Background: an optimization exercise with open tools, aiming at small area and a short achievable clock period. Do not read the settings as production practice.
No run shown here included a check of the RTL's function; only the layout flow was run.
No activity file was given, so power comes from the tool's default toggle rates.

<file path="design/flow/config.mk">
export PLATFORM = sky130hd
export DESIGN_NAME = gcd_vector_sequencer
export DESIGN_NICKNAME = gcd_vector_sequencer
export VERILOG_FILES = /design/flow/design.v
export SDC_FILE = /design/flow/constraint.sdc
export NUM_CORES = 4
export LEC_CHECK = 0
export CAP_MARGIN = 20
export CORE_MARGIN = 2
export CORE_UTILIZATION = 60
export SETUP_SLACK_MARGIN = 2.8
export SLEW_MARGIN = 20
export SYNTH_HIERARCHICAL = 1
</file>
<file path="design/flow/constraint.sdc">
create_clock -name core_clock -period 5.0 [get_ports {clk}]
set_input_delay 1.0000 -clock core_clock [delete_from_list [all_inputs] [get_ports {clk}]]
set_output_delay 1.0000 -clock core_clock [all_outputs]
set_load 0.01 [all_outputs]
</file>
<file path="design/flow/design.v">
module gcd_vector_sequencer #(
  parameter int WIDTH         = 32,
  parameter int IDX_W         = 4,
  parameter int ADDR_W        = 4,
  parameter int FIN_ADDR      = 9,
  parameter int RST_CYCLES    = 1,
  parameter int SETTLE_CYCLES = 10,
  parameter int TIMEOUT       = 4096
) (
  input  logic              clk,
  input  logic              rst,
  input  logic              start,
  input  logic [IDX_W:0]    n_tests,
  input  logic              vec_we,
  input  logic [IDX_W-1:0]  vec_idx,
  input  logic [WIDTH-1:0]  vec_a,
  input  logic [WIDTH-1:0]  vec_b,
  input  logic [WIDTH-1:0]  vec_g,
  output logic              dut_rst,
  output logic              dut_en,
  output logic              dut_ld,
  output logic [WIDTH-1:0]  dut_a,
  output logic [WIDTH-1:0]  dut_b,
  input  logic [ADDR_W-1:0] dut_addr,
  input  logic [WIDTH-1:0]  dut_res,
  output logic              busy,
  output logic              done,
  output logic [IDX_W:0]    pass_cnt,
  output logic [IDX_W:0]    fail_cnt,
  output logic [IDX_W:0]    timeout_cnt,
  output logic              first_fail_vld,
  output logic [IDX_W-1:0]  first_fail_idx
);
  localparam int DEPTH = 2 ** IDX_W;
  localparam int CNT_W = IDX_W + 1;
  localparam int TM_W  = $clog2(TIMEOUT);
  function automatic logic [CNT_W-1:0] sat_inc(input logic [CNT_W-1:0] v);
    sat_inc = (&v) ? v : v + 1'b1;
  endfunction
  logic             s_rest, s_drst, s_ld_n, s_run, s_settle, s_chk, tmo;
  logic [IDX_W-1:0] ridx;      
  logic [CNT_W-1:0] rem;       
  logic [TM_W-1:0]  cnt;       
  logic [CNT_W-1:0] pass_n, fail_n, tout_n;    
  logic             ffv_n;                     
  wire s_ld      = !s_ld_n;
  wire [CNT_W-1:0] pass_i = ~pass_n;
  wire [CNT_W-1:0] fail_i = ~fail_n;
  wire [CNT_W-1:0] tout_i = ~tout_n;
  wire             ffv_i  = !ffv_n;
  wire go       = s_rest && start;                  
  wire fin      = (dut_addr == ADDR_W'(FIN_ADDR));
  wire tm_end   = &cnt;
  wire set_end  = (cnt == TM_W'(SETTLE_CYCLES - 1));
  wire last     = (rem == CNT_W'(1));
  wire run_fin  = s_run && fin;
  wire run_tmo  = s_run && !fin && tm_end;
  wire set_done = s_settle && set_end;
  wire n_rest   = (s_rest && !(start && n_tests != '0)) || (s_chk && last);
  wire n_drst   = (go && n_tests != '0) || (s_chk && !last);
  wire n_ld     = s_drst;
  wire n_run    = s_ld || (s_run && !fin && !tm_end);
  wire n_settle = run_fin || (s_settle && !set_end);
  wire n_chk    = run_tmo || set_done;
  always_ff @(posedge clk) begin
    if (rst) begin
      s_rest   <= 1'b1;
      s_drst   <= 1'b0;
      s_ld_n   <= 1'b1;
      s_run    <= 1'b0;
      s_settle <= 1'b0;
      s_chk    <= 1'b0;
    end else begin
      s_rest   <= n_rest;
      s_drst   <= n_drst;
      s_ld_n   <= !n_ld;
      s_run    <= n_run;
      s_settle <= n_settle;
      s_chk    <= n_chk;
    end
  end
  always_ff @(posedge clk) begin
    if (rst) begin
      dut_rst <= 1'b1;
      dut_en  <= 1'b0;
      dut_ld  <= 1'b0;
      busy    <= 1'b0;
      done    <= 1'b0;
    end else begin
      dut_rst <= n_rest || n_drst;
      dut_en  <= n_run || n_settle;
      dut_ld  <= n_ld;
      busy    <= !n_rest;
      if (go)                done <= (n_tests == '0);
      else if (s_chk && last) done <= 1'b1;
    end
  end
  always_ff @(posedge clk) begin
    if (rst) begin
      tmo  <= 1'b0;
      rem  <= '0;
      ridx <= '0;
    end else begin
      if (s_ld)    tmo <= 1'b0;
      if (run_tmo) tmo <= 1'b1;
      if (go) begin
        rem  <= n_tests;
        ridx <= '0;
      end else if (s_chk) begin
        rem  <= rem - 1'b1;
        ridx <= ridx + 1'b1;
      end
    end
  end
  always_ff @(posedge clk) begin
    if (s_ld || run_fin) cnt <= '0;
    else                 cnt <= cnt + 1'b1;
  end
  logic [WIDTH-1:0] ram_a [DEPTH];
  logic [WIDTH-1:0] ram_b [DEPTH];
  logic [WIDTH-1:0] ram_g [DEPTH];
  always_ff @(posedge clk) begin
    if (vec_we && s_rest) begin
      ram_a[vec_idx] <= vec_a;
      ram_b[vec_idx] <= vec_b;
      ram_g[vec_idx] <= vec_g;
    end
  end
  logic [DEPTH-1:0] rsel, rsel_n, rsel_g;
  always_ff @(posedge clk) begin
    if (rst || go) begin
      rsel   <= DEPTH'(1);
      rsel_n <= ~DEPTH'(1);
    end else if (s_chk) begin
      rsel   <= {rsel[DEPTH-2:0], rsel[DEPTH-1]};
      rsel_n <= {rsel_n[DEPTH-2:0], rsel_n[DEPTH-1]};
    end
  end
  always_ff @(posedge clk) begin
    if (s_ld) rsel_g <= rsel;
  end
  logic [WIDTH-1:0] rd_a, rd_b, rd_g;
  always_comb begin
    rd_a = '0;
    rd_b = '0;
    rd_g = '0;
    for (int k = 0; k < DEPTH; k++) begin
      rd_a = rd_a | (ram_a[k] & {WIDTH{rsel[k]}});
      rd_b = rd_b | (ram_b[k] & {WIDTH{!rsel_n[k]}});
      rd_g = rd_g | (ram_g[k] & {WIDTH{rsel_g[k]}});
    end
  end
  logic [WIDTH-1:0] g_q;
  always_ff @(posedge clk) begin
    dut_a <= rd_a;
    dut_b <= rd_b;
    g_q   <= rd_g;
  end
  logic res_ok;
  gcd_vector_sequencer_eq #(.WIDTH(WIDTH)) u_eq (.a(dut_res), .b(g_q), .eq(res_ok));
  wire pass_en = s_chk && !tmo && res_ok;
  wire fail_en = s_chk && !(!tmo && res_ok);
  wire clr = rst || go;
  wire [CNT_W-1:0] pass_inc = rst ? '0 : sat_inc(pass_i);
  wire [CNT_W-1:0] pass_hld = clr ? '0 : pass_i;
  wire [CNT_W:0]   fail_inc = rst ? '0 : {1'b1, sat_inc(fail_i)};
  wire [CNT_W:0]   fail_hld = clr ? '0 : {ffv_i, fail_i};
  logic [CNT_W-1:0] pass_d, pass_dn;
  logic [CNT_W:0]   fail_d, fail_dn;
  gcd_vector_sequencer_mux #(.W(CNT_W)) u_pass_mux (
    .sel(pass_en), .a(pass_inc), .b(pass_hld), .y(pass_d));
  gcd_vector_sequencer_mux #(.W(CNT_W)) u_pass_mux_n (
    .sel(pass_en), .a(~pass_inc), .b(~pass_hld), .y(pass_dn));
  gcd_vector_sequencer_mux #(.W(CNT_W + 1)) u_fail_mux (
    .sel(fail_en), .a(fail_inc), .b(fail_hld), .y(fail_d));
  gcd_vector_sequencer_mux #(.W(CNT_W + 1)) u_fail_mux_n (
    .sel(fail_en), .a(~fail_inc), .b(~fail_hld), .y(fail_dn));
  always_ff @(posedge clk) begin
    pass_cnt                   <= pass_d;
    pass_n                     <= pass_dn;
    {first_fail_vld, fail_cnt} <= fail_d;
    {ffv_n, fail_n}            <= fail_dn;
  end
  wire [CNT_W-1:0] tout_d = clr ? '0 : (s_chk && tmo) ? sat_inc(tout_i) : tout_i;
  always_ff @(posedge clk) begin
    timeout_cnt <= tout_d;
    tout_n      <= ~tout_d;
  end
  always_ff @(posedge clk) begin
    if (s_chk && ffv_n) first_fail_idx <= ridx;
  end
endmodule
module gcd_vector_sequencer_eq #(
  parameter int WIDTH = 32
) (
  input  logic [WIDTH-1:0] a,
  input  logic [WIDTH-1:0] b,
  output logic             eq
);
  assign eq = (a == b);
endmodule
module gcd_vector_sequencer_mux #(
  parameter int W = 1
) (
  input  logic         sel,
  input  logic [W-1:0] a,
  input  logic [W-1:0] b,
  output logic [W-1:0] y
);
  assign y = sel ? a : b;
endmodule
</file>
<file path="design/flow/flow/run.sh">
#!/bin/bash
# The standard layout (standard.sh), with these changes:
#  - port buffers are plain buf_2 cells (buffer_ports -buffer_cell) instead of the delay cells it picks;
#  - clock tree synthesis without dummy loads and with larger sink clusters (fewer leaf buffers).
set -euo pipefail
bash standard.sh \
  BUFFER_PORTS_ARGS="-buffer_cell sky130_fd_sc_hd__buf_2" \
  CTS_ARGS="-sink_clustering_enable -repair_clock_nets -dont_use_dummy_load -sink_clustering_size 25 -sink_clustering_max_diameter 100" \
  finish > standard.log 2>&1
</file>
<file path="design/flow/standard.sh">
#!/bin/bash
# synth_recipe.tcl (not shown) runs the flow's synth.tcl, then flattens the netlist and writes it again
# the make line also repeats each setting of config.mk as NAME=value (left out here)
make -C /OpenROAD-flow-scripts/flow DESIGN_CONFIG=/design/flow/config.mk WORK_HOME=/design/flow/orfs CLKGATE_MAP_FILE= SYNTH_SCRIPT=/design/flow/synth_recipe.tcl "${@:-finish}"
</file>
==> results of run 1 <==
-- layer usage --
layer	vias to the layer above	share of wire [%]	GRT usage, %	wire length (µm)
li1	13710	-	-	-
met1	17380	40	43.10	64120
met2	1646	49	49.86	77550
met3	211	8.9	4.815	14230
met4	16	2.1	7.411	3365
met5	-	0.061	0	98
-- where the power goes --
group,switching (mW),total (mW),internal (mW),leakage (nW)
Clock,4.12,6.96,2.84,0.974
Sequential,0.0636,16.1,16.0,15.6
Combinational,0.417,0.572,0.154,4.74
Total,4.60,23.6,19.0,21.3
-- critical path, delay by kind of cell --
kind          cells  cell delay [ns]
buf+inv           2             0.25
mux               1             0.32
simple gates      4             1.15
xor+xnor          1             0.13
-- sequential cells by signal (all words and copies together) (netlist names), 12 cells and up --
register	count
ram_a	512
ram_b	512
ram_g	512
dut_a	32
dut_b	32
g_q	32
rsel	16
rsel_g	16
rsel_n	16
cnt	12
-- repair_timing --
action,CTS,global route
hold buffers,0,0
endpoints found under the hold margin,0,0
resized for setup,78,14
setup endpoints to repair,1280,125
pin swaps,13,5
buffers inserted,23,2
gates cloned,4,1
-- cell families (layout without fill, tap and decap cells) --
group	count (synthesis)	after routing	share of synthesized area, %
fa+ha+maj	8	8	0.1638
other cells	0	10	0
mux	56	56	1.038
simple gates	276	277	2.430
flops	1749	1749	82.76
buf+inv	232	471	1.494
compound gates	797	797	11.31
xor+xnor	56	56	0.8024
-- synthesized netlist by cell type, types with 2 or more instances --
master    instances
nor2b_1           2
xor2_1           41
or2_2             2
mux2_2           11
nand4_1         101
clkbuf_1        146
o21ai_0           2
nand2b_1         10
buf_2            22
a21oi_1          10
nor4_1           12
buf_1             9
nor2_1           73
o211ai_1          2
xnor2_1          15
a21oi_2           2
ha_1              8
mux2_4           12
or3_1             2
a211oi_1          5
inv_1            52
a22o_1          384
and2_1            6
nor4bb_1          2
edfxtp_1       1556
nor3_1           10
nor4b_1           3
buf_6             2
or4b_1            2
nand2_1          36
a221oi_1        386
dfxtp_1         193
mux2i_1          33
nand3_1           5
-- cell type report --
cell class | instances | area (µm²)
clock buffers | 79 | 1977
fillers | 6773 | 34310
multi-input cells | 1194 | 9935
well taps | 1368 | 1712
inverters | 53 | 198.9
flip-flops and latches | 1749 | 50660
repair buffers | 339 | 2634
diodes | 10 | 25.02
-- per-stage QoR --
| step | hold slack [ns] | cells | cell area, µm² | setup slack [ns] | utilization [%] |
|---|---|---|---|---|---|
| after floorplan | 0.3712 | 3174 | 61250 | 0.7365 | - |
| after global placement | 0.3849 | 4673 | 64330 | 1.258 | 63.41 |
| after detailed placement | 0.3957 | 4673 | 64330 | 1.266 | 63.41 |
| after CTS | 0.4201 | 4779 | 66980 | 2.646 | 66.02 |
| after global routing | 0.4403 | 4784 | 67120 | 2.671 | 66.16 |
| final | 0.4189 | 4792 | 67140 | 2.688 | 66.18 |
-- worst max path at each step --
stage                       endpoint  slack [ns]  cells past startpoint
3_5_place_dp       pass_n[3]$_DFF_P_        1.27                      7
6_report           pass_n[3]$_DFF_P_        2.69                      8
3_3_place_gp     pass_cnt[3]$_DFF_P_        1.26                      7
4_1_cts            pass_n[3]$_DFF_P_        2.65                      8
5_1_grt            pass_n[3]$_DFF_P_        2.67                      8
2_1_floorplan  ram_a[4][0]$_DFFE_PP_        0.74                      2
==> notes.md, run 1 <==
fraction of final layout cells sized beyond drive strength 1 15.20%; WHS Endpoint s_ld_n$_SDFF_PP1_; Critical Path Source dut_res[27]; DR vias 32,960; Core ar. 0.1014 mm²; RSZ-0062 raised after global routing true; drt total wl 159,400 µm; Most used DFF post-synth edfxtp_1; Worst-path clk slew 0.10 ns; H-Tree Depth 3; Num Clock Sinks 1,749; end of the worst register-to-register path pass_n[3]$_DFF_P_; gr usage total 30.30%; Mapped Cells 3,174; grt ovf 0; Clock Path Buffers 3; P&R area growth vs syn 9.839%; Peak VDD IR 278.7 µV; status timing/DRC/antenna clean; pin count of the biggest net entering global routing 97; Max-Cap Viols 0; Warnings, synthesis 7; placer congestion estimate 0.7541; max frequency 432.6 MHz; Worst Path Class, Setup input port to flip-flop; CP Capture Type flip-flop; Antenna Violating Nets Remaining 0; Cell variety after synth 51; number of synthesized flops with an enable pin 1,556; Yosys reg bits 1,749; vias in the first global route 32,030; CP Max Fanout 5; Worst R2R Setup Slack 2.74 ns; CTS root buffer clkbuf_16; post-synthesis sequential area ratio 82.76%; die footprint 0.1045 mm²; nets@finish 3,569; clk latency of the worst-skew pair 0.69 ns; crit path launch type input port; Initial Util 60.26%; Tot Pwr 23.62 mW; Pwr per Cell Area 351.7 mW/mm²; Post-route DRC 0; DRT Pass-1 Iters 6; Wirelength per Cell 33.26 µm; slowest stage cell, crit path nor2_4; most frequent cells in the layout edfxtp_1, a221oi_1, a22o_1; Area contributors post-synth edfxtp_1, dfxtp_1, a221oi_1, a22o_1, nand4_1; CTS Buf Count 79; vias per inst 6.878; Worst EP required 5.55 ns; commonest non-fill, non-tap cell in the layout edfxtp_1; Crit Reg-Reg Startpoint g_q[13]$_DFF_P_; total negative slack 0 ns; area leader, netlist edfxtp_1; initial antenna violation count 17; hold path cells 1; Max stage delay on crit path 0.33 ns; Max Slew Vio Count 0; critical path arrival 2.86 ns; first-pass GRT wire length 223,700 µm; CTS tree done; Cell Area, Synth 0.06113 mm²; crit-path cells buf_2, xor2_1, nor4_1, nand4_1, nor2_4, buf_6, and3_4, mux2_4; Worst Hold Class flip-flop to flip-flop; max_slew headroom 19.14%; DRT iter0 DRCs 4,265; Port-buffer cells 233; Die X 323.2 µm; worst-margin pin slew 1.213 ns; worst-case reg-to-reg path depth 7; Post-DP HPWL 73,830 µm; Top Ports 234; Die Y 323.2 µm; Synth async-reset ratio 0%; Final Setup Violations 0; Clock Skews 0.03185 ns; crit share post-route 46.24%; crit path time final 2.312 ns; Lkg Pwr 21.33 nW; # rows 117; syn nets 3,327; hold path startpoint s_drst$_SDFF_PP0_; Avg Cell Area, Syn 19.26 µm²; Final Hold Vio Count 0; share of the synthesized area in the top cell type 76.44%
==> inputs of run 2 (changes only) <==
--- a/design/flow/design.v
+++ b/design/flow/design.v
@@ -121,7 +121,11 @@
   logic [WIDTH-1:0] ram_g [DEPTH];
-  always_ff @(posedge clk) begin
-    if (vec_we && s_rest) begin
-      ram_a[vec_idx] <= vec_a;
-      ram_b[vec_idx] <= vec_b;
-      ram_g[vec_idx] <= vec_g;
+  logic [DEPTH-1:0] we_a, we_b, we_g;
+  gcd_vector_sequencer_dec #(.IDX_W(IDX_W)) u_dec_a (.we(vec_we), .idle(s_rest), .idx(vec_idx), .sel(we_a));
+  gcd_vector_sequencer_dec #(.IDX_W(IDX_W)) u_dec_b (.we(vec_we), .idle(s_rest), .idx(vec_idx), .sel(we_b));
+  gcd_vector_sequencer_dec #(.IDX_W(IDX_W)) u_dec_g (.we(vec_we), .idle(s_rest), .idx(vec_idx), .sel(we_g));
+  always_ff @(posedge clk) begin
+    for (int k = 0; k < DEPTH; k++) begin
+      if (we_a[k]) ram_a[k] <= vec_a;
+      if (we_b[k]) ram_b[k] <= vec_b;
+      if (we_g[k]) ram_g[k] <= vec_g;
     end
@@ -139,3 +143,3 @@
   always_ff @(posedge clk) begin
-    if (s_ld) rsel_g <= rsel;
+    rsel_g <= rsel;
   end
@@ -211 +215,13 @@
 endmodule
+module gcd_vector_sequencer_dec #(
+  parameter int IDX_W = 4
+) (
+  input  logic                 we,
+  input  logic                 idle,
+  input  logic [IDX_W-1:0]     idx,
+  output logic [2**IDX_W-1:0]  sel
+);
+  always_comb begin
+    for (int k = 0; k < 2 ** IDX_W; k++) sel[k] = we && idle && (idx == IDX_W'(k));
+  end
+endmodule
==> run 2 against run 1 <==
Compared with the run above:
- clock skew rose by 0.018 ns
- flip-flop and latch count is the same
- critical endpoint is now pass_cnt[1]$_DFF_P_
- critical path type unchanged
- critical path depth shrank 1
- still clean on timing, DRC and antenna
- die area increased by 0.12%
- first-iteration DRC count grew 8.4%
- design area rose by 1.5%
- synthesized cell count up 1.4%
- largest power group unchanged
- register-to-register slack lost 0.04 ns
- synthesized area up 0.13%
- combinational power up 4.2%
==> notes.md, run 2 <==
status timing/DRC/antenna clean; Max stage delay on crit path 0.38 ns; Initial Util 60.33%; Post-DP HPWL 91,780 µm; crit path time final 2.362 ns; slack of the critical path 2.638 ns; worst-margin pin slew 1.135 ns; critical path arrival 2.91 ns; final cell count without fillers 4,929; Yosys reg bits 1,749; area leader, netlist edfxtp_1; grt ovf 0; CP Max Fanout 5; Critical path buffers and inverters 1; Die X 323.4 µm; clk latency of the worst-skew pair 0.69 ns; Worst Path Class, Setup input port to flip-flop; crit-path cells buf_8, xor2_4, nor4_4, nand4_1, nor2_4, and3_4, mux2_4; DRT iter0 DRCs 4,622; Cell variety after synth 53; fraction of final layout cells sized beyond drive strength 1 18.36%; max frequency 423.4 MHz; hold path cells 1; Final Hold Vio Count 0; die footprint 0.1046 mm²; Lkg Pwr 21.84 nW; RSZ-0062 raised after global routing true; top flop regs ram_a (512), ram_b (512), ram_g (512); Num Clock Sinks 1,749; most frequent cells in the layout edfxtp_1, a22o_1, a221oi_1; placed cell areas 0.06494 mm²; Post-route DRC 0; WHS Endpoint s_ld_n$_SDFF_PP1_; Die Y 323.4 µm; Hold Slack 0.4603 ns; Max-Cap Viols 0; drt total wl 163,000 µm; CTS tree done; hold path startpoint s_drst$_SDFF_PP0_; Design Area, Final 0.06813 mm²; Peak VDD IR 260.5 µV; # rows 117; worst-case reg-to-reg path depth 6; count leader, synth edfxtp_1; nets@finish 3,711; vias in the first global route 33,480; Worst-path clk slew 0.10 ns; share of the synthesized area in the top cell type 75.56%; pin count of the biggest net entering global routing 52; Core ar. 0.1014 mm²; CTS Buf Count 79; gr usage total 31.19%; CTS hold repair buffers 0; Worst R2R Setup Slack 2.70 ns; DP Worst Slack 1.307 ns; vias per inst 6.855; fillcell total 6,731; H-Tree Depth 3; Crit Reg-Reg Startpoint g_q[2]$_DFF_P_; Warnings, synthesis 11; Pwr per Cell Area 346.7 mW/mm²; Clock Path Buffers 3; Synth async-reset ratio 0%; Mapped Cells 3,219; post-synthesis sequential area ratio 82.39%; Inst Count DP 4,744; Worst Hold Class flip-flop to flip-flop; P&R area growth vs syn 11.31%; Tot Pwr 23.62 mW; number of synthesized flops with an enable pin 1,540; initial antenna violation count 8; Top delay family on crit path simple AND/OR/NAND/NOR gates; Wirelength per Cell 33.06 µm; Antenna Violating Nets Remaining 0; CP Capture Type flip-flop; max_slew headroom 24.35%; slowest stage cell, crit path nand4_1; total negative slack 0 ns; DRT Pass-1 Iters 5; first-pass GRT wire length 233,600 µm; crit path launch type input port; Worst EP required 5.55 ns; syn nets 3,372; Layout Utilization 67.15%; Final Setup Violations 0; Most used DFF post-synth edfxtp_1; Area contributors post-synth edfxtp_1, dfxtp_1, a221oi_1, a22o_1, nand4_1; Avg Cell Area, Syn 19.01 µm²; DR vias 33,790; placer congestion estimate 0.8423; crit share post-route 47.24%; Max Slew Vio Count 0; Top Ports 234; Cell Area, Synth 0.06121 mm²; CTS root buffer clkbuf_16; commonest cells in the synthesized netlist edfxtp_1, a221oi_1, a22o_1; end of the worst register-to-register path pass_cnt[1]$_DFF_P_; Port-buffer cells 233; Clock Skews 0.04967 ns; commonest non-fill, non-tap cell in the layout edfxtp_1
run 2: changes by cell type after synthesis, moves of 5 or more:
cell      previous run  this run
nor2_1              73        91
nand4b_1             1         6
nor3_1              10        19
dfxtp_1            193       209
buf_2               22        10
clkbuf_1           146       156
edfxtp_1          1556      1540
xnor2_1             15        10
run 2: layout make-up:
cell class              count  area, µm²  area share (%)
diodes                      5      12.51         0.01837
inverters                  50      187.7          0.2755
repair buffers            431       3188           4.680
well taps                1368       1712           2.512
multi-input cells        1247      10570           15.51
clock buffers              79       1977           2.902
flip-flops and latches   1749      50480           74.10
run 2: routing by layer:
metal,part of all wire (%),up-vias,routed length [µm],global-route usage [%]
li1,-,14050,-,-
met5,0.032,-,52,0
met3,9.2,219,15030,5.572
met4,2.2,8,3665,7.669
met1,41,17620,66110,44.99
met2,48,1893,78090,50.08
run 2: power breakdown:
group	leakage, nW	internal [mW]	switching [mW]
Combinational	5.26	0.154	0.442
Clock	0.974	2.84	4.11
Sequential	15.6	16.0	0.0668
run 2: cell families (layout without fill, tap and decap cells):
group,count (synthesis),after routing,share of synthesized area [%]
mux,56,56,1.036
simple gates,321,326,2.825
fa+ha+maj,8,8,0.1635
flops,1749,1749,82.39
buf+inv,229,560,1.462
other cells,0,5,0
compound gates,802,803,11.35
xor+xnor,54,54,0.7727
run 2: worst max path at each step:
stage / end / cells after the start / from / slack (ns)
after floorplan: ram_a[10][0]$_DFFE_PP_ / 2 / vec_idx[2] / 2.36
after CTS: ffv_n$_DFF_P_ / 8 / dut_res[0] / 2.58
after detailed placement: ram_a[5][30]$_DFFE_PP_ / 4 / vec_idx[0] / 1.31
after global routing: pass_cnt[4]$_DFF_P_ / 7 / dut_res[4] / 2.63
final: pass_cnt[1]$_DFF_P_ / 7 / dut_res[2] / 2.64
after global placement: ram_b[15][22]$_DFFE_PP_ / 3 / vec_idx[0] / 1.35
run 2: what timing repair did:
item                        CTS  global route
buffers inserted             95             0
pin swaps                    38             5
cloned                        5             1
resized for setup            34            22
setup endpoints to repair  1554           208
run 2: worst register-to-register path: cells and delay by family (launching register included):
family / cells / cell delay (ns)
muxes: 1 / 0.31
DFF: 1 / 0.35
xor gates and xnor gates: 1 / 0.18
and+or+nand+nor: 4 / 1.35
==> inputs of run 3 (changes only) <==
--- a/design/flow/design.v
+++ b/design/flow/design.v
@@ -43,9 +43,6 @@
   logic [TM_W-1:0]  cnt;       
-  logic [CNT_W-1:0] pass_n, fail_n, tout_n;    
-  logic             ffv_n;                     
+  logic [CNT_W-1:0] pass_i, fail_i;            
+  logic [CNT_W-1:0] tout_n;                    
   wire s_ld      = !s_ld_n;
-  wire [CNT_W-1:0] pass_i = ~pass_n;
-  wire [CNT_W-1:0] fail_i = ~fail_n;
   wire [CNT_W-1:0] tout_i = ~tout_n;
-  wire             ffv_i  = !ffv_n;
   wire go       = s_rest && start;                  
@@ -162,26 +159,21 @@
   end
-  logic res_ok;
-  gcd_vector_sequencer_eq #(.WIDTH(WIDTH)) u_eq (.a(dut_res), .b(g_q), .eq(res_ok));
-  wire pass_en = s_chk && !tmo && res_ok;
-  wire fail_en = s_chk && !(!tmo && res_ok);
+  logic pass_en, fail_en;
+  gcd_vector_sequencer_chk #(.WIDTH(WIDTH)) u_chk (
+    .res(dut_res), .exp(g_q), .chk(s_chk), .tmo(tmo), .pass_en(pass_en), .fail_en(fail_en));
   wire clr = rst || go;
   wire [CNT_W-1:0] pass_inc = rst ? '0 : sat_inc(pass_i);
-  wire [CNT_W-1:0] pass_hld = clr ? '0 : pass_i;
+  wire [CNT_W-1:0] pass_hld = clr ? '0 : pass_cnt;
   wire [CNT_W:0]   fail_inc = rst ? '0 : {1'b1, sat_inc(fail_i)};
-  wire [CNT_W:0]   fail_hld = clr ? '0 : {ffv_i, fail_i};
-  logic [CNT_W-1:0] pass_d, pass_dn;
-  logic [CNT_W:0]   fail_d, fail_dn;
+  wire [CNT_W:0]   fail_hld = clr ? '0 : {first_fail_vld, fail_cnt};
+  logic [CNT_W-1:0] pass_d;
+  logic [CNT_W:0]   fail_d;
   gcd_vector_sequencer_mux #(.W(CNT_W)) u_pass_mux (
     .sel(pass_en), .a(pass_inc), .b(pass_hld), .y(pass_d));
-  gcd_vector_sequencer_mux #(.W(CNT_W)) u_pass_mux_n (
-    .sel(pass_en), .a(~pass_inc), .b(~pass_hld), .y(pass_dn));
   gcd_vector_sequencer_mux #(.W(CNT_W + 1)) u_fail_mux (
     .sel(fail_en), .a(fail_inc), .b(fail_hld), .y(fail_d));
-  gcd_vector_sequencer_mux #(.W(CNT_W + 1)) u_fail_mux_n (
-    .sel(fail_en), .a(~fail_inc), .b(~fail_hld), .y(fail_dn));
   always_ff @(posedge clk) begin
     pass_cnt                   <= pass_d;
-    pass_n                     <= pass_dn;
     {first_fail_vld, fail_cnt} <= fail_d;
-    {ffv_n, fail_n}            <= fail_dn;
+    pass_i                     <= pass_cnt;
+    fail_i                     <= fail_cnt;
   end
@@ -193,13 +185,18 @@
   always_ff @(posedge clk) begin
-    if (s_chk && ffv_n) first_fail_idx <= ridx;
-  end
-endmodule
-module gcd_vector_sequencer_eq #(
+    if (s_chk && !first_fail_vld) first_fail_idx <= ridx;
+  end
+endmodule
+module gcd_vector_sequencer_chk #(
   parameter int WIDTH = 32
 ) (
-  input  logic [WIDTH-1:0] a,
-  input  logic [WIDTH-1:0] b,
-  output logic             eq
-);
-  assign eq = (a == b);
+  input  logic [WIDTH-1:0] res,
+  input  logic [WIDTH-1:0] exp,
+  input  logic             chk,
+  input  logic             tmo,
+  output logic             pass_en,
+  output logic             fail_en
+);
+  wire ok = !tmo && (res == exp);
+  assign pass_en = chk && ok;
+  assign fail_en = chk && !ok;
 endmodule
==> run 3 against run 2 <==
Compared with the run above:
- still clean on timing, DRC and antenna
- wire length is 2.3% lower
- global-route usage decreased by 0.63 points
- design area is 0.81% lower
- hold slack got worse by 0.073 ns
- sequential share of layout area up 0.60 points
- flip-flop and latch count fell by 1
- maximum frequency up 4.8%
- synthesized cell count is 1.5% lower
- count of clock-buffer cells in the layout is the same
- cell count fell by 1.4%
- sequential power barely moved
- clock power hardly changed
- critical endpoint is now pass_cnt[3]$_DFF_P_
==> notes.md, run 3 <==
status timing/DRC/antenna clean; placer congestion estimate 0.8296; Post-DP HPWL 88,580 µm; Clock Path Buffers 3; Num Clock Sinks 1,748; count leader, synth edfxtp_1; RSZ-0062 raised after global routing true; Synth async-reset ratio 0%; Worst R2R Setup Slack 2.81 ns; CP Max Fanout 3; crit share post-route 45.06%; Lkg Pwr 21.50 nW; number of synthesized flops with an enable pin 1,540; P&R area growth vs syn 10.97%; gr usage total 30.55%; DRT Pass-1 Iters 6; Worst Path Class, Setup input port to flip-flop; hold path startpoint pass_cnt[4]$_DFF_P_; fraction of final layout cells sized beyond drive strength 1 18.20%; Tot Pwr 23.61 mW; Antenna Violating Nets Remaining 0; Post-route DRC 0; share of the synthesized area in the top cell type 75.94%; syn nets 3,324; Worst Hold Class flip-flop to flip-flop; Core ar. 0.1003 mm²; Yosys reg bits 1,748; commonest non-fill, non-tap cell in the layout edfxtp_1; grt ovf 0; Initial Util 60.72%; Worst-path clk slew 0.10 ns; first-pass GRT wire length 228,300 µm; post-synthesis sequential area ratio 82.78%; vias in the first global route 32,670; Clock Skews 0.03564 ns; Peak VDD IR 286.9 µV; worst-margin pin slew 1.193 ns; drt total wl 159,300 µm; initial antenna violation count 12; crit path launch type input port; DR vias 33,400; max frequency 443.8 MHz; Critical Path End pass_cnt[3]$_DFF_P_; top flop regs ram_a (512), ram_b (512), ram_g (512); Worst EP required 5.55 ns; area leader, netlist edfxtp_1; Max-Cap Viols 0; crit path time final 2.253 ns; Final Hold Vio Count 0; worst-case reg-to-reg path depth 7; commonest cells in the synthesized netlist edfxtp_1, a221oi_1, a22o_1; Top Ports 234; Critical Path Source dut_res[3]; Pwr per Cell Area 349.4 mW/mm²; Die X 322.6 µm; Cell Area, Synth 0.06089 mm²; CP Capture Type flip-flop; Cell variety after synth 47; critical path arrival 2.81 ns; Warnings, synthesis 11; Wirelength per Cell 32.76 µm; CTS hold repair buffers 0; Avg Cell Area, Syn 19.20 µm²; DRT iter0 DRCs 3,995; CTS root buffer clkbuf_16; CTS tree done; end of the worst register-to-register path pass_cnt[3]$_DFF_P_; Die Y 322.6 µm; # rows 116; Area contributors post-synth edfxtp_1, dfxtp_1, a221oi_1, a22o_1, nand4_1; total negative slack 0 ns; Port-buffer cells 233; max_slew headroom 20.50%; most frequent cells in the layout edfxtp_1, a22o_1, a221oi_1; clk latency of the worst-skew pair 0.69 ns; pin count of the biggest net entering global routing 50; Crit Reg-Reg Startpoint g_q[3]$_DFF_P_; CTS Buf Count 79; Final Setup Violations 0; Max Slew Vio Count 0; die footprint 0.1041 mm²; Most used DFF post-synth edfxtp_1; H-Tree Depth 3; Mapped Cells 3,171; nets@finish 3,655; vias per inst 6.869
-- run 3: cell types whose count changed in the layout (fill, tap and decap cells not counted), moves of 4 or more --
cell	change
inv_1	-20
dfxtp_1	-16
dfxtp_2	+16
nand2_1	-16
buf_6	+12
mux2_4	-11
xnor2_1	+10
buf_12	-8
buf_2	-8
nor2_1	+8
and2_1	+7
nand2b_1	-7
xor2_1	-7
o21ai_0	-4
-- run 3: how the worst min path moves through the flow --
stage | to | slack [ns] | cells past startpoint
final | pass_i[4]$_DFF_P_ | 0.39 | 0
after global placement | fail_i[2]$_DFF_P_ | 0.37 | 0
after detailed placement | fail_i[2]$_DFF_P_ | 0.36 | 0
after global routing | pass_i[4]$_DFF_P_ | 0.39 | 0
after floorplan | rsel_g[0]$_DFF_P_ | 0.33 | 0
after CTS | fail_i[2]$_DFF_P_ | 0.38 | 0
-- run 3: layout make-up --
type	count	area, µm²
flip-flops and latches	1748	50480
fillers	6615	32720
multi-input cells	1223	10290
repair buffers	421	3010
clock buffers	79	1977
well taps	1357	1698
inverters	29	108.9
diodes	5	12.51
-- run 3: critical path, stage by stage --
cell	delay, ns
buf_6	0.10
xor2_2	0.14
nor4_4	0.43
nand4_1	0.16
buf_6	0.18
nor4_4	0.29
buf_4	0.19
mux2_4	0.30
-- run 3: timing repair --
action | in CTS | in global routing
buffers inserted | 86 | 14
pin swaps | 34 | 6
resized for setup | 46 | 24
endpoints found under the setup margin | 1547 | 255
gates cloned | 5 | 0
-- run 3: kinds of logic (layout without fill, tap and decap cells) --
family                     count (synthesis)  count (layout)  synth area share [%]
AOI/OAI and AO/OA                        798             798                 11.38
xor gates and xnor gates                  56              56                0.8055
adders and majority gates                  8               8                0.1644
buffers and inverters                    205             529                 1.299
DFF                                     1748            1748                 82.78
muxes                                     47              47                0.8342
other                                      0               5                     0
and+or+nand+nor                          309             314                 2.733
-- run 3: metal layers --
layer  up-vias  routed length (µm)  GRT usage [%]
met3       231               13420          4.740
met4        14                4160          7.809
met2      1642               77170          49.78
met5         -                  80              0
li1      13920                   -              -
met1     17590               64440          43.82
-- run 3: where the power goes --
| part | internal (mW) | total (mW) | switching, mW |
|---|---|---|---|
| registers | 16.0 | 16.1 | 0.0638 |
| clock network | 2.84 | 6.97 | 4.13 |
| logic | 0.148 | 0.577 | 0.428 |
| total | 19.0 | 23.6 | 4.63 |
-- run 3: through the flow --
step                      hold slack (ns)  worst slack, ns  instances  util, %  cell area (µm²)
after floorplan                    0.3290            2.358       3171        -            61260
final                              0.3877            2.747       4862    67.38            67570
after CTS                          0.3768            2.764       4843    67.16            67350
after global routing               0.3907            2.729       4860    67.37            67570
after detailed placement           0.3649            1.275       4673    64.26            64450
after global placement             0.3657            1.281       4663    64.01            64200
==> inputs of run 4 (changes only) <==
--- a/design/flow/config.mk
+++ b/design/flow/config.mk
@@ -10,3 +10,3 @@
 export CORE_UTILIZATION = 60
-export SETUP_SLACK_MARGIN = 2.8
+export SETUP_SLACK_MARGIN = 2.9
 export SLEW_MARGIN = 20
==> run 4 against run 3 <==
Compared with the run above:
- die area is the same
- combinational power grew 2%
- clock skew shrank 0.0011 ns
- sequential power is essentially flat
- core utilization grew 0.45 points
- wire length grew 0.50%
- via count grew 0.28%
- non-clock buffer count grew 1
- largest power group unchanged
- highest routed layer unchanged
==> notes.md, run 4 <==
crit share post-route 43.88%; Die Y 322.6 µm; Wirelength per Cell 32.92 µm; Initial Util 60.72%; number of synthesized flops with an enable pin 1,540; vias per inst 6.887; total negative slack 0 ns; Int Pwr 18.99 mW; Area contributors post-synth edfxtp_1, dfxtp_1, a221oi_1, a22o_1, nand4_1; power share of the clock group 29.5%; fraction of final layout cells sized beyond drive strength 1 19.39%; grt ovf 0; Combinational Power Share 2.5%; Num Clock Sinks 1,748; Max stage delay on crit path 0.43 ns; clk latency of the worst-skew pair 0.69 ns; Final Hold Vio Count 0; Design Area, Final 0.06802 mm²; CTS tree done; Max Slew Vio Count 0; pin count of the biggest net entering global routing 50; Worst Path Class, Setup input port to flip-flop; commonest non-fill, non-tap cell in the layout edfxtp_1; Final Setup Violations 0; most frequent cells in the layout edfxtp_1, a22o_1, a221oi_1; die footprint 0.1041 mm²; Clock Path Buffers 3; Worst EP required 5.56 ns; post-synthesis sequential area ratio 82.78%; Port-buffer cells 233; first-pass GRT wire length 229,300 µm; crit path launch type input port; Die X 322.6 µm; Top Ports 234; slowest stage cell, crit path nor4_2; Hold Slack 0.3969 ns; RSZ-0062 raised after global routing true; Worst Hold Class flip-flop to flip-flop; nets@finish 3,656; worst-margin pin slew 1.204 ns; Lkg Pwr 21.63 nW; critical path arrival 2.75 ns; drt total wl 160,100 µm; Layout Utilization 67.82%; Tot Pwr 23.62 mW; Psw 4.631 mW; crit path time final 2.194 ns; Post-route DRC 0; Avg Cell Area, Syn 19.20 µm²; Peak VDD IR 287.7 µV; crit-path cells buf_2, xor2_1, nor4_2, nand4_1, buf_6, nor4_4, buf_4, mux2_4; max_slew headroom 19.71%; final cell count without fillers 4,863; sequential share of power 68.0%; DRT iter0 DRCs 4,035; DP Worst Slack 1.275 ns; Sw Share 19.60%; placer congestion estimate 0.8296; CP Capture Type flip-flop; Worst-path clk slew 0.09 ns; Warnings, synthesis 11; # rows 116; Most used DFF post-synth edfxtp_1; CTS Buf Count 79; P&R area growth vs syn 11.71%; Cell Area, Synth 0.06089 mm²; CTS root buffer clkbuf_16; commonest cells in the synthesized netlist edfxtp_1, a221oi_1, a22o_1; share of the synthesized area in the top cell type 75.94%; DRT Pass-1 Iters 6; Clock Skews 0.03456 ns; max frequency 455.7 MHz; Synth async-reset ratio 0%; Yosys reg bits 1,748; Post-DP HPWL 88,580 µm; area leader, netlist edfxtp_1; Antenna Violating Nets Remaining 0; status timing/DRC/antenna clean; DR vias 33,490; gr usage total 30.68%; initial antenna violation count 12; Core ar. 0.1003 mm²; placed cell areas 0.06445 mm²; Max-Cap Viols 0; count leader, synth edfxtp_1; Mapped Cells 3,171; syn nets 3,324; slack of the critical path 2.806 ns; Pwr per Cell Area 347.3 mW/mm²; top flop regs ram_a (512), ram_b (512), ram_g (512); Inst Count DP 4,673; Cell variety after synth 47; H-Tree Depth 3; vias in the first global route 32,740; CP Max Fanout 3
==> run 4: power groups by stage <==
stage	combinational [mW]	clock [mW]	sequential (mW)
global placement	0.512	0	16.4
global route	0.630	7.53	16.1
detailed placement	0.542	0	16.4
finish	0.586	6.97	16.1
CTS	0.577	7.07	16.1
floorplan	0.170	0	16.4
==> run 4: worst paths after layout <==
path                         startpoint                  end  slack (ns)  cells after the start
setup / recovery            dut_res[28]  pass_cnt[3]$_DFF_P_        2.81                      8
setup reg to reg   rsel[0]$_SDFFE_PP1P_    dut_a[24]$_DFF_P_        2.86                      3
hold reg to reg   rsel[14]$_SDFFE_PP0P_   rsel_g[14]$_DFF_P_        0.40                      0
hold / removal    rsel[14]$_SDFFE_PP0P_   rsel_g[14]$_DFF_P_        0.40                      0
==> run 4: cell families after synthesis <==
| family | after synthesis | synth area share, % |
|---|---|---|
| flops | 1748 | 82.78 |
| buf+inv | 205 | 1.299 |
| simple gates | 309 | 2.733 |
| xor+xnor | 56 | 0.8055 |
| mux | 47 | 0.8342 |
| compound gates | 798 | 11.38 |
| fa+ha+maj | 8 | 0.1644 |
==> run 4: timing repair <==
action,4_1_cts,5_1_grt
pin swaps,42,5
gates resized for setup,116,55
gates cloned,5,0
hold buffers,0,0
buffers inserted,99,2
setup endpoints to repair,1618,308
==> run 4: layer usage <==
layer | GRT usage, % | vias to the layer above | wire [µm] | part of all wire, %
li1 | - | 13910 | - | -
met2 | 50.11 | 1708 | 77980 | 49
met4 | 7.601 | 12 | 3904 | 2.4
met5 | 0 | - | 67 | 0.042
met3 | 4.445 | 221 | 13410 | 8.4
met1 | 44.23 | 17640 | 64710 | 40
==> run 4: worst max-delay path, delay by kind of cell <==
family | cells | cell delay, ns
and+or+nand+nor | 3 | 0.82
buffers and inverters | 3 | 0.47
xor gates and xnor gates | 1 | 0.15
muxes | 1 | 0.30
==> run 4: area by class of cell <==
type	instances	area [µm²]
timing repair buffer	422	3359
antenna	5	12.51
tap	1357	1698
sequential	1748	50520
multi-input combinational	1223	10340
inverter	29	108.9
clock buffer	79	1977
fill	6566	32270
==> inputs of run 5 (changes only) <==
--- a/design/flow/config.mk
+++ b/design/flow/config.mk
@@ -10,3 +10,3 @@
 export CORE_UTILIZATION = 60
-export SETUP_SLACK_MARGIN = 2.9
+export SETUP_SLACK_MARGIN = 3.1
 export SLEW_MARGIN = 20
==> run 5 against run 4 <==
Compared with the run above:
- die area stayed put
- non-clock buffer count shrank 14
- hold slack worse by 0.0080 ns
- highest routed layer unchanged
- power fell by 0.18%
==> notes.md, run 5 <==
Most used DFF post-synth edfxtp_1; Wirelength per Cell 32.56 µm; Inst Count DP 4,675; total negative slack 0 ns; CTS tree done; Mapped Cells 3,171; Pwr per Cell Area 345.0 mW/mm²; Worst Hold Class flip-flop to flip-flop; max_slew headroom 21.31%; max frequency 458.6 MHz; Worst-path clk slew 0.10 ns; Top delay family on crit path flip-flops; Cell Area, Synth 0.06089 mm²; clk latency of the worst-skew pair 0.69 ns; vias in the first global route 33,020; hold path cells 0; Post-DP HPWL 88,570 µm; initial antenna violation count 13; Max Slew Vio Count 0; gr usage total 30.44%; Top Ports 234; Layout Utilization 68.14%; Max-Cap Viols 0; crit-path cells buf_2; Synth async-reset ratio 0%; P&R area growth vs syn 12.22%; Die X 322.6 µm; grt ovf 0; Cell variety after synth 47; Post-route DRC 0; hold path startpoint fail_cnt[1]$_DFF_P_; Worst Path Class, Setup flip-flop to output port; share of the synthesized area in the top cell type 75.94%; Peak VDD IR 271.5 µV; status timing/DRC/antenna clean; Crit Reg-Reg Startpoint g_q[3]$_DFF_P_; pin count of the biggest net entering global routing 36; Die Y 322.6 µm; worst-case reg-to-reg path depth 6; die footprint 0.1041 mm²; Hold Slack 0.3889 ns; end of the worst register-to-register path fail_cnt[2]$_DFF_P_; final cell count without fillers 4,851; Avg Cell Area, Syn 19.20 µm²; critical path arrival 1.18 ns; Worst R2R Setup Slack 2.95 ns; RSZ-0062 raised after global routing true; Critical path buffers and inverters 1; slack of the critical path 2.819 ns; Final Setup Violations 0; DRT iter0 DRCs 4,147; DRT Pass-1 Iters 5; Num Clock Sinks 1,748; DR vias 33,140; crit share post-route 43.61%; Clock Path Buffers 3; fraction of final layout cells sized beyond drive strength 1 19.54%; first-pass GRT wire length 227,800 µm; CP Max Fanout 1; commonest cells in the synthesized netlist edfxtp_1, a221oi_1, a22o_1; Yosys reg bits 1,748; Clock Skews 0.03259 ns; placer congestion estimate 0.8267; top flop regs ram_a (512), ram_b (512), ram_g (512); # rows 116; WHS Endpoint fail_i[1]$_DFF_P_; number of synthesized flops with an enable pin 1,540; Critical Path Source first_fail_idx[3]$_DFFE_PP_; Port-buffer cells 233; count leader, synth edfxtp_1; CP Capture Type output port; Initial Util 60.72%; slowest stage cell, crit path edfxtp_1; Final Hold Vio Count 0; Design Area, Final 0.06833 mm²; Lkg Pwr 21.69 nW; syn nets 3,324; drt total wl 158,000 µm; crit path launch type flip-flop; commonest non-fill, non-tap cell in the layout edfxtp_1; H-Tree Depth 3; Worst EP required 4.00 ns; Tot Pwr 23.58 mW; Warnings, synthesis 11; crit path time final 2.181 ns; CTS Buf Count 79; CTS root buffer clkbuf_16; placed cell areas 0.06463 mm²; area leader, netlist edfxtp_1; Antenna Violating Nets Remaining 0; post-synthesis sequential area ratio 82.78%; nets@finish 3,640; most frequent cells in the layout edfxtp_1, a22o_1, a221oi_1; CTS hold repair buffers 0; Max stage delay on crit path 0.38 ns; vias per inst 6.832; Area contributors post-synth edfxtp_1, dfxtp_1, a221oi_1, a22o_1, nand4_1; Core ar. 0.1003 mm²; DP Worst Slack 1.369 ns; worst-margin pin slew 1.180 ns
-- run 5: cell counts after synthesis --
No cell type changed its count.
-- run 5: cell families (layout without fill, tap and decap cells) --
group / after synthesis / after routing / synth area share (%)
mux: 47 / 47 / 0.8342
simple gates: 309 / 312 / 2.733
buf+inv: 205 / 516 / 1.299
compound gates: 798 / 798 / 11.38
xor+xnor: 56 / 56 / 0.8055
other cells: 0 / 9 / 0
flops: 1748 / 1748 / 82.78
fa+ha+maj: 8 / 8 / 0.1644
-- run 5: cell type report --
type | count | area (µm²)
diodes | 9 | 22.52
clock buffers | 79 | 1977
multi-input cells | 1221 | 10430
inverters | 29 | 108.9
well taps | 1357 | 1698
flip-flops and latches | 1748 | 50540
repair buffers | 408 | 3558
fillers | 6476 | 31960
-- run 5: repair_timing --
action / in CTS / in global routing
resized for setup: 132 / 74
pin swaps: 49 / 10
cloned: 3 / 2
setup buffers: 82 / 1
setup endpoints to repair: 1672 / 550
endpoints found under the hold margin: 0 / 0
-- run 5: power by group --
group | switching, mW | internal (mW) | leakage, nW
sequential | 0.0666 | 16.0 | 15.6
combinational | 0.428 | 0.160 | 5.11
clock | 4.09 | 2.84 | 0.974
total | 4.59 | 19.0 | 21.7
-- run 5: per-layer routing --
layer	vias up	global-route usage, %	wire, µm
met5	-	0	37
met4	6	9.200	4579
met3	256	4.288	12310
met2	1576	49.92	77570
met1	17420	43.08	63470
li1	13890	-	-
-- run 5: worst max path at each step --
stage / endpoint / cells past startpoint / slack, ns
global route: first_fail_idx[2] / 1 / 2.76
floorplan: ram_a[10][0]$_DFFE_PP_ / 2 / 2.36
finish: first_fail_idx[3] / 1 / 2.82
global placement: first_fail_vld$_DFF_P_ / 6 / 1.39
CTS: first_fail_idx[2] / 1 / 2.77
detailed placement: fail_cnt[2]$_DFF_P_ / 6 / 1.37
==> inputs of run 6 (changes only) <==
--- a/design/flow/config.mk
+++ b/design/flow/config.mk
@@ -10,3 +10,3 @@
 export CORE_UTILIZATION = 60
-export SETUP_SLACK_MARGIN = 3.1
+export SETUP_SLACK_MARGIN = 3.3
 export SLEW_MARGIN = 20
==> run 6 against run 5 <==
Compared with the run above:
- cell count rose by 5.5%
- core utilization increased by 6.1 points
- die area did not move
- hold slack improved by 0.0018 ns
- clock skew rose by 0.011 ns
- critical path depth unchanged
- synthesized cell count is the same
- combinational power increased by 37%
- synthesized area is the same
- non-clock buffer count rose by 259
- wire length is 16% higher
- critical path type unchanged
- largest cell class unchanged
- largest power group unchanged
==> notes.md, run 6 <==
commonest cells in the synthesized netlist edfxtp_1, a221oi_1, a22o_1; initial antenna violation count 17; Clock Path Buffers 3; status timing/DRC/antenna clean; Max-Cap Viols 0; Max stage delay on crit path 0.37 ns; Post-route DRC 0; crit path time final 2.193 ns; DR vias 35,740; Mapped Cells 3,171; commonest non-fill, non-tap cell in the layout edfxtp_1; clk latency of the worst-skew pair 0.71 ns; critical path arrival 1.19 ns; crit-path cells buf_2; first-pass GRT wire length 243,500 µm; Cell Area, Synth 0.06089 mm²; die footprint 0.1041 mm²; Die Y 322.6 µm; syn nets 3,324; CTS tree done; Yosys reg bits 1,748; Pwr per Cell Area 320.6 mW/mm²; CTS root buffer clkbuf_16; number of synthesized flops with an enable pin 1,540; placed cell areas 0.06440 mm²; gr usage total 33.05%; CP Max Fanout 1; Cell variety after synth 47; placer congestion estimate 0.8084; Core ar. 0.1003 mm²; Peak VDD IR 333.0 µV; share of the synthesized area in the top cell type 75.94%; vias in the first global route 33,900; area leader, netlist edfxtp_1; highest routed layer met5; Clock Skews 0.04398 ns; Avg Cell Area, Syn 19.20 µm²; Area contributors post-synth edfxtp_1, dfxtp_1, a221oi_1, a22o_1, nand4_1; total negative slack 0 ns; pin count of the biggest net entering global routing 36; Initial Util 60.72%; Final Setup Violations 0; H-Tree Depth 3; Worst Hold Class flip-flop to flip-flop; top flop regs ram_a (512), ram_b (512), ram_g (512); slowest stage cell, crit path edfxtp_1; Warnings, synthesis 11; count leader, synth edfxtp_1; DRT iter0 DRCs 4,990; Worst-path clk slew 0.10 ns; Worst EP required 4.00 ns; Max Slew Vio Count 0; Antenna Violating Nets Remaining 0; worst-margin pin slew 0.7119 ns; Final Hold Vio Count 0; CTS hold repair buffers 0; CTS Buf Count 79; most frequent cells in the layout edfxtp_1, a22o_1, a221oi_1; Post-DP HPWL 87,260 µm; detailed-routed wire length on met3 18,840 µm; max_slew headroom 52.54%; max frequency 455.9 MHz; CP Capture Type output port; # rows 116; Wirelength per Cell 35.67 µm; Crit path depth 1; met2 wire len 87,690 µm; metal1 wirelength 68,310 µm; Top Ports 234; Top delay family on crit path flip-flops; worst-case reg-to-reg path depth 7; Design Area, Final 0.07442 mm²; post-synthesis sequential area ratio 82.78%; Critical path buffers and inverters 1; fraction of final layout cells sized beyond drive strength 1 26.69%; Synth async-reset ratio 0%; Lkg Pwr 24.20 nW; nets@finish 3,906; Most used DFF post-synth edfxtp_1; grt ovf 0; RSZ-0062 raised after global routing true; hold path cells 0; Die X 322.6 µm; Num Clock Sinks 1,748; vias per inst 6.981; Worst Path Class, Setup flip-flop to output port; DRT Pass-1 Iters 5; crit share post-route 43.87%; crit path launch type flip-flop; P&R area growth vs syn 22.22%; drt total wl 182,600 µm; Port-buffer cells 233
==> run 6: cell counts after synthesis <==
No cell type changed its count.
==> run 6: path summary, 6_finish.rpt <==
check                                   start             endpoint  slack [ns]
setup / recovery  first_fail_idx[2]$_DFFE_PP_    first_fail_idx[2]        2.81
hold reg to reg           fail_cnt[4]$_DFF_P_    fail_i[4]$_DFF_P_        0.39
setup reg to reg               g_q[5]$_DFF_P_  pass_cnt[2]$_DFF_P_        2.96
hold / removal            fail_cnt[4]$_DFF_P_    fail_i[4]$_DFF_P_        0.39
==> run 6: report_power, final <==
group          internal (mW)  total [mW]  switching [mW]
Combinational          0.298       0.803           0.505
Sequential              16.0        16.1          0.0735
Clock                   2.84        7.00            4.16
Total                   19.1        23.9            4.74
==> run 6: what timing repair did <==
| action | CTS | global route |
|---|---|---|
| setup buffers | 190 | 66 |
| cloned | 61 | 42 |
| pin swaps | 69 | 56 |
| gates resized for setup | 445 | 251 |
| setup endpoints to repair | 1756 | 1432 |
==> run 6: cells by family (layout without fill, tap and decap cells) <==
family,Yosys count,count (layout),synth area share (%)
buffers and inverters,205,775,1.299
XOR/XNOR,56,56,0.8055
AND/OR/NAND/NOR,309,319,2.733
multiplexers,47,47,0.8342
AO/OA/AOI/OAI,798,798,11.38
flip-flops,1748,1748,82.78
other,0,11,0
adder cells (fa/ha/maj),8,8,0.1644
==> run 6: area by class of cell <==
cell class                      instances  area (µm²)
Fill cell                            5651       25870
Tap cell                             1357        1698
Timing Repair Buffer                  667        9112
Multi-Input combinational cell       1228       10890
Inverter                               29       116.4
Sequential cell                      1748       50600
Clock buffer                           79        1977
Antenna cell                           11       27.53
==> run 6: per-stage QoR <==
step                      util (%)  hold slack, ns  worst slack (ns)  power, mW  instances
after floorplan                  -          0.3290             2.358      16.56       3171
after global placement       64.09          0.3585             1.395      16.90       4665
after detailed placement     64.21          0.3632             1.332      16.94       4670
after CTS                    71.42          0.3883             2.769      23.80       5000
after global routing         74.19          0.3909             2.759      24.43       5115
final                        74.20          0.3907             2.807      23.86       5119
==> run 6: metal layers <==
metal,track usage (%),vias up
li1,-,14490
met1,46.68,18490
met2,52.87,2356
met3,5.814,395
met4,11.15,6
met5,0,-
==> inputs of run 7 (changes only) <==
--- a/design/flow/config.mk
+++ b/design/flow/config.mk
@@ -10,3 +10,3 @@
 export CORE_UTILIZATION = 60
-export SETUP_SLACK_MARGIN = 3.3
+export SETUP_SLACK_MARGIN = 3.5
 export SLEW_MARGIN = 20
==> run 7 against run 6 <==
Compared with the run above:
- count of clock-buffer cells in the layout unchanged
- still clean
- synthesized area is the same
- clock skew rose by 0.0026 ns
- via count increased by 7.6%
- non-clock buffer count grew 211
- power is 0.93% higher
- maximum frequency decreased by 0.28%
==> notes.md, run 7 <==
area share of and/or/nand/nor cells after synthesis 2.733%; Post-route DRC 0; CP Max Fanout 1; Top delay family on crit path flip-flops; xor and xnor area share after synthesis 0.8055%; CTS root buffer clkbuf_16; Worst Hold Class flip-flop to flip-flop; max_slew headroom 49.21%; Cell variety after synth 47; DRT iter0 DRCs 6,271; Post-DP HPWL 83,330 µm; Design Area, Final 0.07874 mm²; critical path arrival 1.20 ns; RSZ-0062 raised after global routing true; Die Y 322.6 µm; Worst-path clk slew 0.10 ns; Pwr per Cell Area 305.9 mW/mm²; DP Worst Slack 1.362 ns; first-pass GRT wire length 260,900 µm; Crit Reg-Reg Startpoint s_rest$_SDFF_PP1_; number of synthesized flops with an enable pin 1,540; P&R area growth vs syn 29.31%; Clock Skews 0.04658 ns; most frequent cells in the layout edfxtp_1, a22o_1, buf_6; end of the worst register-to-register path ram_b[11][9]$_DFFE_PP_; Synth Area in Adders 0.1644%; Clock Path Buffers 3; Final Hold Vio Count 0; Yosys reg bits 1,748; Final Setup Violations 0; nets@finish 4,115; status timing/DRC/antenna clean; Tot Pwr 24.08 mW; WHS Endpoint s_ld_n$_SDFF_PP1_; commonest non-fill, non-tap cell in the layout edfxtp_1; clk latency of the worst-skew pair 0.71 ns; DRT Pass-1 Iters 5; post-synthesis sequential area ratio 82.78%; Synth async-reset ratio 0%; Mapped Cells 3,171; Port-buffer cells 233; # rows 116; die footprint 0.1041 mm²; share of the synthesized area in the top cell type 75.94%; Cell Area, Synth 0.06089 mm²; area leader, netlist edfxtp_1; Core ar. 0.1003 mm²; vias in the first global route 35,360; drt total wl 208,500 µm; Peak VDD IR 283.2 µV; slack of the critical path 2.801 ns; crit path launch type flip-flop; H-Tree Depth 3; Most used DFF post-synth edfxtp_1; slowest stage cell, crit path dfxtp_2; grt ovf 0; Worst EP required 4.00 ns; count leader, synth edfxtp_1; Multi-input gate area 0.01176 mm²; Worst Path Class, Setup flip-flop to output port; Critical path buffers and inverters 1; crit share post-route 43.99%; initial antenna violation count 24; crit-path cells buf_6; Warnings, synthesis 11; Lkg Pwr 26.15 nW; Hold Slack 0.4194 ns; commonest cells in the synthesized netlist edfxtp_1, a221oi_1, a22o_1; pin count of the biggest net entering global routing 36; Worst R2R Setup Slack 2.95 ns; DR vias 38,450; CP Capture Type output port; Area contributors post-synth edfxtp_1, dfxtp_1, a221oi_1, a22o_1, nand4_1; Antenna Violating Nets Remaining 0; compound-gate portion of the synthesized area 11.38%; Avg Cell Area, Syn 19.20 µm²; fillcell total 5,127; hold path cells 1; post-synthesis mux area share 0.8342%; Top Ports 234; top flop regs ram_a (512), ram_b (512), ram_g (512); syn nets 3,324; worst-margin pin slew 0.7618 ns; max frequency 454.7 MHz; vias per inst 7.209; largest family of logic cells by synthesized area compound AO/OA/AOI/OAI gates; placer congestion estimate 0.8080; CTS tree done; fraction of final layout cells sized beyond drive strength 1 34.34%; Max-Cap Viols 0; crit path time final 2.199 ns; Wirelength per Cell 39.09 µm; CTS Buf Count 79; Max Slew Vio Count 0; placed cell areas 0.06438 mm²; hold path startpoint s_drst$_SDFF_PP0_; Die X 322.6 µm; gr usage total 35.88%; Max stage delay on crit path 0.38 ns; worst-case reg-to-reg path depth 9; Register Area 0.05061 mm²; Initial Util 60.72%; Num Clock Sinks 1,748; total negative slack 0 ns
==> run 7: kinds of logic (layout without fill, tap and decap cells) <==
logic type	Yosys count	in the layout
buffers and inverters	205	986
AO/OA/AOI/OAI	798	799
multiplexers	47	47
flip-flops	1748	1748
XOR/XNOR	56	56
adder cells (fa/ha/maj)	8	8
other	0	17
AND/OR/NAND/NOR	309	316
==> run 7: metal layers <==
metal	vias up	global-route usage [%]	share of wire (%)
li1	14950	-	-
met1	19500	48.94	34
met2	3288	57.05	46
met3	691	7.158	13
met4	20	15.45	6.5
met5	-	0	0.060
==> run 7: final cells by class <==
| cell class | instances | share of cell area, % |
|---|---|---|
| Tap cell | 1357 | 2.156 |
| Inverter | 29 | 0.1700 |
| Sequential cell | 1748 | 64.27 |
| Multi-Input combinational cell | 1226 | 14.93 |
| Timing Repair Buffer | 878 | 15.91 |
| Antenna cell | 17 | 0.05403 |
| Clock buffer | 79 | 2.511 |
==> run 7: power by group <==
| part | internal, mW | total (mW) | switching [mW] |
|---|---|---|---|
| Clock | 2.84 | 7.14 | 4.29 |
| Combinational | 0.345 | 0.882 | 0.537 |
| Sequential | 16.0 | 16.1 | 0.0803 |
==> run 7: repair_timing <==
action                      CTS  global route
resized for setup           759           311
hold buffers                  0             0
setup buffers               284           119
cloned                       98            56
pin swaps                    93           102
setup endpoints to repair  1791          1708
==> run 7: how the worst max path moves through the flow <==
stage	startpoint	endpoint	slack, ns	cells past startpoint
6_report	dut_a[8]$_DFF_P_	dut_a[8]	2.80	1
5_1_grt	first_fail_idx[2]$_DFFE_PP_	first_fail_idx[2]	2.77	1
4_1_cts	first_fail_idx[2]$_DFFE_PP_	first_fail_idx[2]	2.77	1
3_5_place_dp	dut_res[7]	pass_cnt[0]$_DFF_P_	1.36	6
3_3_place_gp	dut_res[7]	pass_cnt[0]$_DFF_P_	1.34	6
2_1_floorplan	vec_idx[2]	ram_a[10][0]$_DFFE_PP_	2.36	2
==> run 7: through the flow <==
| step | instances | util [%] |
|---|---|---|
| after floorplan | 3171 | - |
| after global placement | 4681 | 64.20 |
| after detailed placement | 4681 | 64.20 |
| after CTS | 5142 | 74.45 |
| after global routing | 5326 | 78.49 |
| final | 5334 | 78.51 |
==> inputs of run 8 (changes only) <==
--- a/design/flow/design.v
+++ b/design/flow/design.v
@@ -184,4 +184,7 @@
   end
-  always_ff @(posedge clk) begin
-    if (s_chk && !first_fail_vld) first_fail_idx <= ridx;
+  logic [IDX_W-1:0] ffi_n;
+  wire  [IDX_W-1:0] ffi_d = (s_chk && !first_fail_vld) ? ridx : ~ffi_n;
+  always_ff @(posedge clk) begin
+    ffi_n          <= ~ffi_d;
+    first_fail_idx <= ffi_d;
   end
--- a/design/flow/config.mk
+++ b/design/flow/config.mk
@@ -10,3 +10,3 @@
 export CORE_UTILIZATION = 60
-export SETUP_SLACK_MARGIN = 3.5
+export SETUP_SLACK_MARGIN = 3.1
 export SLEW_MARGIN = 20
==> run 8 against run 7 <==
Compared with the run above:
- largest cell class unchanged
- hold slack got worse by 0.013 ns
- clock power fell by 2%
- critical endpoint is now pass_cnt[1]$_DFF_P_
- via count fell by 12%
- worst setup slack got worse by 0.19 ns
- sequential share of layout area rose by 9.6 points
- non-clock buffer count fell by 444
- synthesized cell count rose by 0.63%
- core utilization fell by 10 points
==> notes.md, run 8 <==
status timing/DRC/antenna clean; Most used DFF post-synth edfxtp_1; Design Area, Final 0.06844 mm²; Final Hold Vio Count 0; Num Clock Sinks 1,752; Avg Cell Area, Syn 19.12 µm²; Yosys reg bits 1,752; Mapped Cells 3,191; CP Max Fanout 5; placer congestion estimate 0.8344; vias per inst 6.919; area leader, netlist edfxtp_1; crit path launch type input port; commonest non-fill, non-tap cell in the layout edfxtp_1; commonest cells in the synthesized netlist edfxtp_1, a221oi_1, a22o_1; CTS Buf Count 80; worst-margin pin slew 1.197 ns; DR vias 33,910; Clock Path Buffers 3; Cell Area, Synth 0.06103 mm²; Core ar. 0.1004 mm²; initial antenna violation count 11; Warnings, synthesis 11; Worst Hold Class flip-flop to flip-flop; Wirelength per Cell 32.66 µm; Synth async-reset ratio 0%; DRT Pass-1 Iters 6; fraction of final layout cells sized beyond drive strength 1 19.43%; crit share post-route 47.77%; Die Y 322.9 µm; CTS tree done; CTS root buffer clkbuf_16; Pwr per Cell Area 346.5 mW/mm²; Worst EP required 5.56 ns; Peak VDD IR 278.8 µV; drt total wl 160,100 µm; Max-Cap Viols 0; CP Capture Type flip-flop; Tot Pwr 23.71 mW; share of the synthesized area in the top cell type 75.58%; max_slew headroom 20.17%; P&R area growth vs syn 12.15%; clk latency of the worst-skew pair 0.69 ns; Initial Util 60.76%; Die X 322.9 µm; H-Tree Depth 3; total negative slack 0 ns; Worst-path clk slew 0.09 ns; Cell variety after synth 46; crit-path cells buf_2, xor2_1, nor4_4, buf_4, nand4_1, buf_6, nor4_4, buf_6, mux2_4; critical path arrival 2.95 ns; # rows 116; grt ovf 0; Final Setup Violations 0; CTS hold repair buffers 0; Hold Slack 0.4060 ns; post-synthesis sequential area ratio 82.67%; crit path time final 2.389 ns; vias in the first global route 33,160; Post-route DRC 0; RSZ-0062 raised after global routing true; count leader, synth edfxtp_1; gr usage total 30.64%; Lkg Pwr 21.82 nW; Max Slew Vio Count 0; pin count of the biggest net entering global routing 45; Critical path buffers and inverters 4; placed cell areas 0.06456 mm²; Top delay family on crit path simple AND/OR/NAND/NOR gates; Worst Path Class, Setup input port to flip-flop; most frequent cells in the layout edfxtp_1, a22o_1, a221oi_1; number of synthesized flops with an enable pin 1,536; Max stage delay on crit path 0.49 ns; nets@finish 3,696; DRT iter0 DRCs 4,450; die footprint 0.1043 mm²; syn nets 3,344; top flop regs ram_a (512), ram_b (512), ram_g (512); Top Ports 234; Area contributors post-synth edfxtp_1, dfxtp_1, a221oi_1, a22o_1, nand4_1; max frequency 418.6 MHz; first-pass GRT wire length 229,500 µm; Post-DP HPWL 88,840 µm; Clock Skews 0.05763 ns; slowest stage cell, crit path nor4_4; Port-buffer cells 233; Antenna Violating Nets Remaining 0
==> run 8: per-stage QoR <==
stage          utilization, %  worst slack [ns]  instances
3_3_place_gp            63.96             1.232       4673
5_1_grt                 68.14             2.603       4900
4_1_cts                 67.80             2.605       4888
3_5_place_dp            64.28             1.162       4686
6_report                68.14             2.611       4901
2_1_floorplan               -             2.358       3191
==> run 8: worst paths after layout <==
check,start,to,slack (ns),depth (start not counted)
max reg2reg,g_q[13]$_DFF_P_,pass_cnt[1]$_DFF_P_,2.65,8
min,pass_cnt[2]$_DFF_P_,pass_i[2]$_DFF_P_,0.41,0
max,dut_res[18],pass_cnt[1]$_DFF_P_,2.61,9
min reg2reg,pass_cnt[2]$_DFF_P_,pass_i[2]$_DFF_P_,0.41,0
==> run 8: timing repair <==
item	in CTS	in global routing
pin swaps	55	8
cloned	12	0
setup buffers	110	9
resized for setup	114	60
endpoints found under the setup margin	1665	363
==> run 8: logic make-up after synthesis <==
kind of cell    share of synthesized area, %
buf+inv                                1.359
mux                                   0.8488
compound gates                         11.40
simple gates                           2.784
flops                                  82.67
fa+ha+maj                             0.1640
xor+xnor                              0.7750
==> run 8: routing by layer <==
layer	up-vias	share of wire [%]	wire [µm]	GRT usage (%)
met4	12	3.1	4925	8.775
met1	17680	40	64220	44.49
li1	14030	-	-	-
met2	1922	48	76180	48.95
met5	-	0.045	72	0
met3	273	9.2	14660	4.758
==> run 8: worst reg2reg max path, cell delays in order (launching register included) <==
cell	delay, ns
dfxtp_2	0.34
xor2_2	0.18
nor4_4	0.50
buf_4	0.19
nand4_1	0.11
buf_6	0.18
nor4_4	0.24
buf_6	0.17
mux2_4	0.30
==> run 8: where the power goes <==
part	total [mW]	switching, mW	leakage (nW)	internal [mW]
clock	7.00	4.12	0.986	2.87
combinational	0.622	0.454	5.19	0.168
sequential	16.1	0.0703	15.6	16.0
==> run 8: final cells by class <==
cell class / count / area (µm²)
diodes: 3 / 7.507
clock buffers: 80 / 2002
fillers: 6661 / 31990
inverters: 34 / 127.6
multi-input cells: 1241 / 10510
flip-flops and latches: 1752 / 50570
well taps: 1357 / 1698
repair buffers: 434 / 3532

separate check: timing with driven ports:
The flow's constraints put no driver on any port. The routed layouts listed below were extracted and timed again, unchanged, in two steps. Step 1, drivers: a clkbuf_16 drives clk and a buf_2 each remaining input, both assumed. Step 2 also shifts input and output timing later by t, the mid clock arrival at the registers, as if the neighbouring blocks saw the same clock. Slacks: no drivers / after step 1 / after step 2; pairs: no drivers / after step 1.
run | t (ns) | slack for setup (ns) | latest minus earliest clock arrival (ns) | worst slew at a driven data input, ns
run 1 | 0.738 | 2.688 / 2.726 / 1.996 | 0.041 / 0.041 | 0.13
run 2 | 0.738 | 2.638 / 2.658 / 1.921 | 0.055 / 0.055 | 0.14
run 3 | 0.749 | 2.747 / 2.729 / 2.040 | 0.042 / 0.042 | 0.16
run 4 | 0.750 | 2.806 / 2.733 / 2.112 | 0.038 / 0.039 | 0.16
run 5 | 0.736 | 2.819 / 2.750 / 2.196 | 0.037 / 0.036 | 0.14
run 6 | 0.762 | 2.807 / 2.727 / 2.201 | 0.061 / 0.060 | 0.17
run 7 | 0.761 | 2.801 / 2.723 / 2.210 | 0.056 / 0.056 | 0.21
run 8 | 0.736 | 2.611 / 2.652 / 1.916 | 0.063 / 0.062 | 0.12
After both steps every run listed still meets setup and hold. The setup slack of run 2, which loses most, moves by +0.020 ns with the drivers and by -0.717 ns with both steps.
